This is an optimization exercise on Yosys and OpenROAD, whose aim is small area, not a production implementation.
In this exercise RTL edits were held to simulation tests only and were not proved equivalent to the original.

## south
Design back_sub_top, start of the top module:
module back_sub_top #(
    parameter int IWL = 5,
    parameter int FWL = 15
) (
    input  wire                       clk,
    input  wire                       rst_n,
    input  wire                       in_valid,
    input  wire signed [IWL+FWL-1:0]  row1_data,
    input  wire signed [IWL+FWL-1:0]  row2_data,
    input  wire signed [IWL+FWL-1:0]  row3_data,
    input  wire signed [IWL+FWL-1:0]  row4_data,
    output logic                      out_valid,
    output logic signed [IWL+FWL-1:0] x1,
    output logic signed [IWL+FWL-1:0] x2,
    output logic signed [IWL+FWL-1:0] x3,
    output logic signed [IWL+FWL-1:0] x4
);
For scale: ~6000 cells after synthesis, ~660 flip-flops, ~160 I/O pins.
Settings: LEC_CHECK=0, CAP_MARGIN=20, CORE_MARGIN=2, CORE_UTILIZATION=65, PLACE_DENSITY=0.75, SLEW_MARGIN=20; clock period 12.0 ns.
run.sh (not shown) runs the stock make flow with config.mk's settings and CLKGATE_MAP_FILE= SYNTH_SCRIPT=/design/flow/synth_recipe.tcl, a recipe that flattens the netlist after the stock synthesis.
south reached the final stage; the timing, DRC and antenna checks on its layout passed.
The inputs of east differ from those of south as listed below.
# south
export LEC_CHECK = 0
export CAP_MARGIN = 20
export CORE_MARGIN = 2
export CORE_UTILIZATION = 65
export PLACE_DENSITY = 0.75
export SLEW_MARGIN = 20
create_clock -name core_clock -period 12.0 [get_ports {clk}]
# east
export LEC_CHECK = 0
export CAP_MARGIN = 20
export CORE_MARGIN = 2
export CORE_UTILIZATION = 65
export CTS_BUF_LIST = sky130_fd_sc_hd__clkbuf_8
export PLACE_DENSITY = 0.75
export SLEW_MARGIN = 20
create_clock -name core_clock -period 12.0 [get_ports {clk}]
### Flow results
Multi-input gate area in the final layout: east vs south, no meaningful difference. There was hardly any difference in routed wire length between east and south. From south to east, number of placed cells counting well taps did not move at all. Diff south..east | post-synthesis instance area | unchanged. Any difference in wire length of the first global-routing pass between south and east is small enough to ignore. Number of logic stages on the critical path including buffering (east vs. south) increases by more than 10%. Compared with south, east shows a lower area overhead of the layout relative to synthesis. Looking at post-route non-filler standard cell count, east sits 64 higher than south does.


back_sub_top, a different RTL version from the one above (not shown whole).
Size: roughly 5600 cells after synthesis, ~160 I/O pins, ~0.055 mm2 of cells after synthesis.
Settings: LEC_CHECK=0, CAP_MARGIN=20, CORE_MARGIN=2, CORE_UTILIZATION=65, CTS_BUF_LIST=sky130_fd_sc_hd__clkbuf_8, CTS_CLUSTER_DIAMETER=60, CTS_CLUSTER_SIZE=12, PLACE_DENSITY=0.75, SLEW_MARGIN=20; clock period 12.0 ns.
The baseline went through all stages and came out clean.
Next try:
--- a/flow/config.mk
+++ b/flow/config.mk
@@ -11,3 +11,3 @@
-export CTS_BUF_LIST = sky130_fd_sc_hd__clkbuf_8
-export CTS_CLUSTER_DIAMETER = 60
-export CTS_CLUSTER_SIZE = 12
+export CTS_BUF_LIST = sky130_fd_sc_hd__clkbuf_16
+export CTS_CLUSTER_DIAMETER = 80
+export CTS_CLUSTER_SIZE = 24
The changed run completed with no timing, DRC or antenna violations.
Utilization goes down by 0.19 points.
Cell count goes down by about 1%.
Wire length goes down by about 0.56%.
Design area hardly moves.
Synthesized cell count stays the same.
Next try:
==> flow/flow/run.sh (new file) <==
#!/bin/bash
set -e
export BUFFER_PORTS_ARGS="-buffer_cell sky130_fd_sc_hd__buf_1"
bash standard.sh > standard_flow.log 2>&1
==> flow/standard.sh (new file) <==
#!/bin/bash
# synth_recipe.tcl (not shown) runs the flow's synth.tcl, then flattens the netlist and writes it again
# the make line also repeats each setting of config.mk as NAME=value (left out here)
make -C /OpenROAD-flow-scripts/flow DESIGN_CONFIG=/design/flow/config.mk WORK_HOME=/design/flow/orfs CLKGATE_MAP_FILE= SYNTH_SCRIPT=/design/flow/synth_recipe.tcl "${@:-finish}"
removed: flow/run.sh
After rerunning: Clock-buffer cell count came out higher by 1; design area went down slightly; worst setup slack gains 130 ps; global-route usage went down by 0.43 points; routed wire length falls slightly.
Next try:
==> flow/run.sh (new file) <==
#!/bin/bash
# synth_recipe.tcl (not shown) runs the flow's synth.tcl, then flattens the netlist and writes it again
# the make line also repeats each setting of config.mk as NAME=value (left out here)
make -C /OpenROAD-flow-scripts/flow DESIGN_CONFIG=/design/flow/config.mk WORK_HOME=/design/flow/orfs CLKGATE_MAP_FILE= SYNTH_SCRIPT=/design/flow/synth_recipe.tcl finish
--- a/flow/config.mk
+++ b/flow/config.mk
@@ -11,3 +11,2 @@
-export CTS_BUF_LIST = sky130_fd_sc_hd__clkbuf_16
-export CTS_CLUSTER_DIAMETER = 80
-export CTS_CLUSTER_SIZE = 24
+export CTS_BUF_LIST = sky130_fd_sc_hd__clkbuf_8
+export CTS_CLUSTER_SIZE = 14
removed: flow/flow/run.sh
removed: flow/standard.sh
Outcome: The new run went through all stages and came out clean. Global-route usage goes up by 0.87 points. Area after synthesis is unchanged. Sequential share of layout area came out lower by 1.0 points. Wire length climbs by 2.0%. Utilization rose by 2.4 points. Maximum frequency barely changes. Critical path depth went up by 4.
Next try:
==> flow/flow/run.sh (new file) <==
#!/bin/bash
set -e
export BUFFER_PORTS_ARGS="-buffer_cell sky130_fd_sc_hd__buf_1"
bash standard.sh > standard_flow.log 2>&1
==> flow/standard.sh (new file) <==
#!/bin/bash
# synth_recipe.tcl (not shown) runs the flow's synth.tcl, then flattens the netlist and writes it again
# the make line also repeats each setting of config.mk as NAME=value (left out here)
make -C /OpenROAD-flow-scripts/flow DESIGN_CONFIG=/design/flow/config.mk WORK_HOME=/design/flow/orfs CLKGATE_MAP_FILE= SYNTH_SCRIPT=/design/flow/synth_recipe.tcl "${@:-finish}"
--- a/flow/config.mk
+++ b/flow/config.mk
@@ -11,2 +11,4 @@
-export CTS_BUF_LIST = sky130_fd_sc_hd__clkbuf_8
-export CTS_CLUSTER_SIZE = 14
+export CTS_BUF_LIST = sky130_fd_sc_hd__clkbuf_16
+export CTS_CLUSTER_DIAMETER = 80
+export CTS_CLUSTER_SIZE = 24
+export GPL_TIMING_DRIVEN = 0
removed: flow/run.sh
Outcome: Utilization went down by 1.3 points; worst setup slack degrades by 170 ps; design area went down by 1.7%; non-clock buffer count went up by 130.

==> re-timing with driven ports <==
In the flow no input, the clock included, has a driving cell. The finished layouts below were timed again as built, in two steps.
Step 1 (the two cells are an assumption about what drives the block):
set clk [get_ports {clk}]
set_driving_cell -lib_cell sky130_fd_sc_hd__clkbuf_16 $clk
set_driving_cell -lib_cell sky130_fd_sc_hd__buf_2 [delete_from_list [all_inputs] $clk]
Step 2 moves the port delays by t, midway between the first and last clock arrival at a register: inputs arrive t later, outputs are due t later. That takes back most of the time a late clock gives input paths.
Three values: ideal, step 1, step 2; two values: the first two.
run	t, ns	slack for setup (ns)	worst setup path after step 2
south	0.714	0.731 / 0.731 / 0.731	register to register
east	0.799	0.708 / 0.708 / 0.708	register to register
the first run of note 2	0.797	0.430 / 0.430 / 0.430	register to register
the second run of note 2	0.711	0.381 / 0.381 / 0.381	register to register
the third run of note 2	0.704	0.512 / 0.512 / 0.512	register to register
the fourth run of note 2	0.849	0.477 / 0.477 / 0.477	register to register
the fifth run of note 2	0.683	0.303 / 0.303 / 0.303	register to register
After both steps setup and hold are still met in every run listed.
